From an optimization exercise on the open Yosys and OpenROAD flow, aimed at small area, a short achievable clock period and few clock cycles; shortcuts taken in it are not production practice. Only simulation tests tie the RTL to the original design; equivalence was not proved. Power and IR drop assume default switching activity.

==> inputs of 05-19 <==
==> flow/design.v (excerpt) <==
module core_top (
    input  logic        CLK,
    input  logic        arst_n,
    input  logic [15:0] ram_q,
    output logic [11:0] ram_addr,
    output logic        ram_wren,
    output logic [15:0] ram_data,
    output logic [31:0] out_data,
    output logic        running
);
export LEC_CHECK = 0
export ABC_AREA = 1
export CAP_MARGIN = 20
export CORE_MARGIN = 2
export CORE_UTILIZATION = 55
export SLEW_MARGIN = 20
create_clock -name core_clock -period 12.0 [get_ports {CLK}]
standard.sh (not shown) runs the stock make flow with config.mk's settings and CLKGATE_MAP_FILE= SYNTH_SCRIPT=/design/flow/synth_recipe.tcl, a recipe that flattens the netlist after the stock synthesis.
==> flow/flow/run.sh <==
#!/bin/bash
set -euo pipefail
bash standard.sh SETUP_SLACK_MARGIN=7.5 finish > make_finish.log 2>&1
==> inputs of 12-21, as changes to 05-19 <==
--- a/flow/design.v
+++ b/flow/design.v
@@ -61,53 +61,34 @@
 endpackage
 `timescale 1ns/1ps
 module core_regfile (
     input  logic        CLK,
     input  logic        arst_n,
-    input  logic [7:0]  rd_sel0,    
-    input  logic [7:0]  rd_sel1,
+    input  logic [2:0]  rd_idx0,
+    input  logic [2:0]  rd_idx1,
     input  logic [2:0]  wr_idx,
     input  logic        wr_en_h,
     input  logic        wr_en_l,
     input  logic [31:0] wr_data,
     output logic [31:0] rd_data0,
     output logic [31:0] rd_data1,
     output logic [31:0] r5
 );
     logic [31:0] regs [8];
-    logic [7:0]  vh, vl;
-    always_ff @(posedge CLK) begin
-        for (int i = 0; i < 8; i++) begin
-            if (wr_en_h && wr_idx == 3'(i)) regs[i][31:16] <= wr_data[31:16];
-            if (wr_en_l && wr_idx == 3'(i)) regs[i][15:0]  <= wr_data[15:0];
-        end
-    end
     always_ff @(posedge CLK or negedge arst_n) begin
         if (!arst_n) begin
-            vh <= '0;
-            vl <= '0;
+            for (int i = 0; i < 8; i++) regs[i] <= '0;
         end else begin
             for (int i = 0; i < 8; i++) begin
-                if (wr_en_h && wr_idx == 3'(i)) vh[i] <= 1'b1;
-                if (wr_en_l && wr_idx == 3'(i)) vl[i] <= 1'b1;
+                if (wr_en_h && wr_idx == 3'(i)) regs[i][31:16] <= wr_data[31:16];
+                if (wr_en_l && wr_idx == 3'(i)) regs[i][15:0]  <= wr_data[15:0];
             end
         end
     end
-    logic [7:0] s0h, s0l, s1h, s1l;
-    assign s0h = rd_sel0 & vh;
-    assign s0l = rd_sel0 & vl;
-    assign s1h = rd_sel1 & vh;
-    assign s1l = rd_sel1 & vl;
-    always_comb begin
-        rd_data0 = '0;
-        rd_data1 = '0;
-        for (int i = 0; i < 8; i++) begin
-            rd_data0 = rd_data0 | (regs[i] & {{16{s0h[i]}}, {16{s0l[i]}}});
-            rd_data1 = rd_data1 | (regs[i] & {{16{s1h[i]}}, {16{s1l[i]}}});
-        end
-    end
-    assign r5 = regs[5] & {{16{vh[5]}}, {16{vl[5]}}};
+    assign rd_data0 = regs[rd_idx0];
+    assign rd_data1 = regs[rd_idx1];
+    assign r5       = regs[5];
 endmodule
 `timescale 1ns/1ps
 module core_alu (
     input  logic [3:0]  op,       
     input  logic [1:0]  sub,      
@@ -153,14 +134,14 @@
     end
 endmodule
 module core_mulstep (
     input  logic [31:0] acc,
     input  logic [31:0] a,
-    input  logic [3:0]  b,
+    input  logic [7:0]  b,
     output logic [31:0] res
 );
-    assign res = acc + a * {28'd0, b};
+    assign res = acc + a * {24'd0, b};
 endmodule
 `timescale 1ns/1ps
 `timescale 1ns/1ps
 module core_top (
     input  logic        CLK,
@@ -171,12 +152,11 @@
     output logic [15:0] ram_data,
     output logic [31:0] out_data,
     output logic        running
 );
     logic        a_fetch;    
-    logic [11:0] lfa;        
-    logic        pend;
+    logic [11:0] fpc;        
     logic [11:0] spc;        
     logic        q_valid;    
     logic        sb_v;       
     logic [15:0] sb_d;
     logic [15:0] ir;
@@ -189,12 +169,10 @@
     logic        ld_h, wb_h;
     logic        m_busy, m_wb;
     logic [2:0]  m_rd;
     logic [31:0] acc, ma, mb;
     logic        movd2;
-    logic [15:0] hw;         
-    logic        hv;
     logic        j;
     logic [3:0]  op;
     logic [2:0]  rd, ra, rb, cond;
     logic [1:0]  sub;
     logic [4:0]  func;
@@ -214,31 +192,29 @@
     assign is_imm = (op >= 4'd4) && (op <= 4'd10);
     assign is_mul = !j && (((op == 4'd1) && (sub == 2'd2)) || (op == 4'd10));
     assign alu_wr = !j && (((op == 4'd1) && !sub[1]) || ((op == 4'd2) && (sub != 2'd3)) ||
                            ((op >= 4'd4) && (op <= 4'd9)) ||
                            ((op == 4'd0) && ((func == 5'd16) || (func == 5'd17) || (func == 5'd18))));
-    logic [7:0]  sel0, sel1;
+    logic [2:0]  idx0;
     logic [31:0] p0, p1, r5;
     logic [2:0]  wr_idx;
     logic        wr_en_h, wr_en_l;
     logic [31:0] wr_data;
-    logic [2:0] idx0_n;
-    assign idx0_n = hw[15] ? 3'd5 :
-                    (((hw[14:11] >= 4'd4) && (hw[14:11] <= 4'd10)) ? hw[10:8] : hw[7:5]);
+    assign idx0 = j ? 3'd5 : (is_imm ? rd : ra);
     core_regfile u_rf (
         .CLK(CLK), .arst_n(arst_n),
-        .rd_sel0(sel0), .rd_sel1(sel1),
+        .rd_idx0(idx0), .rd_idx1(rb),
         .wr_idx(wr_idx), .wr_en_h(wr_en_h), .wr_en_l(wr_en_l), .wr_data(wr_data),
         .rd_data0(p0), .rd_data1(p1), .r5(r5)
     );
     logic [31:0] alu_ans;
     core_alu u_alu (
         .op(op), .sub(sub), .func(func), .imm(imm), .a(p0), .b(p1), .ans(alu_ans)
     );
     logic [31:0] mres;
     core_mulstep u_mul (
-        .acc(acc), .a(ma), .b(mb[3:0]), .res(mres)
+        .acc(acc), .a(ma), .b(mb[7:0]), .res(mres)
     );
     logic z5, n5;
     assign z5 = (r5 == 32'd0);
     assign n5 = r5[31];
     function automatic logic cond_true(input logic [2:0] c, input logic z, input logic n);
@@ -279,10 +255,12 @@
     logic [15:0] req_data;
     logic        set_ld, set_ret, ld_h_n;
     logic        sp_inc, sp_dec, out_we, halt;
     logic        m_start, movd2_n;
     logic [9:0]  sp_p1;
+    logic [15:0] hw;         
+    logic        hv;
     assign hv    = sb_v || q_valid;
     assign hw    = sb_v ? sb_d : ram_q;
     assign sp_p1 = sp + 10'd1;
     assign frz   = ld_wb || m_wb;
     assign go    = ir_valid && running && !frz && !hz;
@@ -401,20 +379,18 @@
     assign consume = accept || const_take;
     assign drop    = sb_v && q_valid && !consume;
     assign r5_busy = (ir_valid && !j && (rd == 3'd5)) || (ld_a && ld_rd == 3'd5) ||
                      (ld_wb && wb_rd == 3'd5) || ((m_busy || m_wb) && m_rd == 3'd5);
     assign pd_taken = (hw[14:13] == 2'b00) ? 1'b1 :
-                      (r5_busy ? (hw[14:12] == 3'd3) : cond_true(hw[14:12], z5, n5));
+                      (r5_busy ? (hw[11:0] <= spc) : cond_true(hw[14:12], z5, n5));
     assign pd_jump  = accept && hw[15];
     assign pd_redirect = pd_jump && pd_taken;
     assign pd_ret   = accept && !req && (hw[15:11] == 5'd0) && (hw[4:0] == 5'd1);
-    assign nf = redirect ? tgt : (pd_redirect ? hw[11:0] : (drop ? spc + 12'd1 : lfa + {11'd0, !pend}));
+    assign nf = redirect ? tgt : (pd_redirect ? hw[11:0] : (drop ? spc + 12'd1 : fpc));
     always_ff @(posedge CLK) begin
         if (accept) begin
             ir     <= hw;
-            sel0   <= 8'd1 << idx0_n;
-            sel1   <= 8'd1 << hw[4:2];
             ir_pt  <= hw[15] ? pd_taken : pd_ret;
             ir_ret <= spc + 12'd1;
         end
         if (consume) sb_d <= ram_q;
         else if (!sb_v) sb_d <= ram_q;
@@ -428,24 +404,23 @@
             ma   <= p0;
             mb   <= (op == 4'd10) ? {24'd0, imm} : p1;
             acc  <= 32'd0;
             m_rd <= rd;
         end else if (m_busy) begin
-            ma  <= {ma[27:0], 4'd0};
-            mb  <= {4'd0, mb[31:4]};
+            ma  <= {ma[23:0], 8'd0};
+            mb  <= {8'd0, mb[31:8]};
             acc <= mres;
         end
         if (req) ram_data <= req_data;
     end
     logic stream_kill;
     assign stream_kill = redirect || kill || pd_redirect || pd_ret;
     always_ff @(posedge CLK or negedge arst_n) begin
         if (!arst_n) begin
             ram_addr <= 12'd8;
             a_fetch  <= 1'b1;
-            lfa      <= 12'd8;
-            pend     <= 1'b0;
+            fpc      <= 12'd9;
             spc      <= 12'd8;
             q_valid  <= 1'b0;
             sb_v     <= 1'b0;
             ir_valid <= 1'b0;
             sp       <= 10'h3ff;
@@ -470,22 +445,19 @@
             else if (pd_redirect) spc <= hw[11:0];
             else if (consume)     spc <= spc + 12'd1;
             if (req) begin
                 ram_addr <= req_addr;
                 a_fetch  <= 1'b0;
-                lfa      <= nf;
-                pend     <= 1'b1;
+                fpc      <= nf;
             end else if (pd_ret) begin
                 ram_addr <= {2'b11, sp_p1};
                 a_fetch  <= 1'b0;
-                lfa      <= nf;
-                pend     <= 1'b1;
+                fpc      <= nf;
             end else begin
                 ram_addr <= nf;
                 a_fetch  <= running && !halt;
-                lfa      <= nf;
-                pend     <= 1'b0;
+                fpc      <= nf + 12'd1;
             end
             ram_wren <= req && req_wr;
             if (sp_inc || pd_ret) sp <= sp_p1;
             if (sp_dec)           sp <= sp - 10'd1;
             if (halt)   running <= 1'b0;
@@ -493,12 +465,12 @@
             ld_a   <= set_ld;
             ld_wb  <= ld_a;
             ret_a  <= set_ret || pd_ret;
             ret_wb <= ret_a;
             if (m_start) m_busy <= 1'b1;
-            else if (m_busy && ((mb[31:4] == 28'd0) || (ma[27:0] == 28'd0))) m_busy <= 1'b0;
-            if (m_busy && ((mb[31:4] == 28'd0) || (ma[27:0] == 28'd0))) m_wb <= 1'b1;
+            else if (m_busy && ((mb[31:8] == 24'd0) || (ma[23:0] == 24'd0))) m_busy <= 1'b0;
+            if (m_busy && ((mb[31:8] == 24'd0) || (ma[23:0] == 24'd0))) m_wb <= 1'b1;
             else if (m_wb && !ld_wb) m_wb <= 1'b0;
             movd2 <= movd2_n;
         end
     end
 endmodule
==> flow/run.sh (new file) <==
#!/bin/bash
# synth_recipe.tcl (not shown) runs the flow's synth.tcl, then flattens the netlist and writes it again
# the make line also repeats each setting of config.mk as NAME=value (left out here)
make -C /OpenROAD-flow-scripts/flow DESIGN_CONFIG=/design/flow/config.mk WORK_HOME=/design/flow/orfs CLKGATE_MAP_FILE= SYNTH_SCRIPT=/design/flow/synth_recipe.tcl finish
- SETUP_SLACK_MARGIN: unset -> 5
removed: flow/flow/run.sh
removed: flow/standard.sh
==> notes.md <==
Outcome: 12-21 no timing/DRC/antenna violations; 05-19 no timing/DRC/antenna violations
Top_reg_cell synth: 12-21 sky130_fd_sc_hd__dfrtp_1; 05-19 sky130_fd_sc_hd__edfxtp_1
Seq/total area: 12-21 0.300; 05-19 0.353
Count of standard-cell rows: 12-21 99; 05-19 94
Net Sw Frac: 12-21 0.252; 05-19 0.235
Syn Area/Cell: 12-21 7.33 sq um; 05-19 8.22 sq um
Comb_multi_in: 12-21 3850; 05-19 3070
Total power divided by cell area: 12-21 92.3 nW/um^2; 05-19 95.2 nW/um^2
Worst-case hold slack: 12-21 0.352 ns; 05-19 0.350 ns
Sum of met2 wire segment lengths after detailed routing: 12-21 71900 microns; 05-19 63100 microns
Synth Area in Simple Gates: 12-21 0.233; 05-19 0.193
Transition time at the pin with the least slew margin: 12-21 1.25 ns; 05-19 1.06 ns
Number of synthesized flops with an enable pin: 12-21 116; 05-19 388
Fin crit share: 12-21 0.577; 05-19 0.390
Library cell occupying the most area in the post-synthesis netlist: 12-21 sky130_fd_sc_hd__dfrtp_1; 05-19 sky130_fd_sc_hd__edfxtp_1
Power after layout: 12-21 0.00407 W; 05-19 0.00416 W
Reg-to-reg startpoint: 12-21 ir[6]; 05-19 ir[14]
Testbench counts of 05-19, summed over its fixed seeds: cycles 93,022.
Testbench counts of 12-21, summed over its fixed seeds: cycles 89,494.

[what the ideal ports hide]
How much do the figures lean on ideal ports? The routed layouts below were timed once more, with nothing changed but the port constraints. Step 1 assumes that a clkbuf_16 drives the clock port and a buf_2 every other input. Step 2, shift: input delay + t, output delay - t, t = (earliest + latest rising clock arrival at the registers) / 2. This alone moves slack from input paths to output paths. a / b / c = no drivers / after step 1 / after step 2; a / b = the first two.
run	shift t [ns]	setup slack, ns	hold slack, ns
05-19	0.722	7.317 / 7.317 / 6.888	0.350 / 0.350 / 0.350
12-21	0.730	5.070 / 5.070 / 4.701	0.352 / 0.352 / 0.352
After both steps every run listed still meets setup and hold. The setup slack of 05-19, which loses most, moves by 0.000 ns with the drivers and by -0.429 ns with both steps.
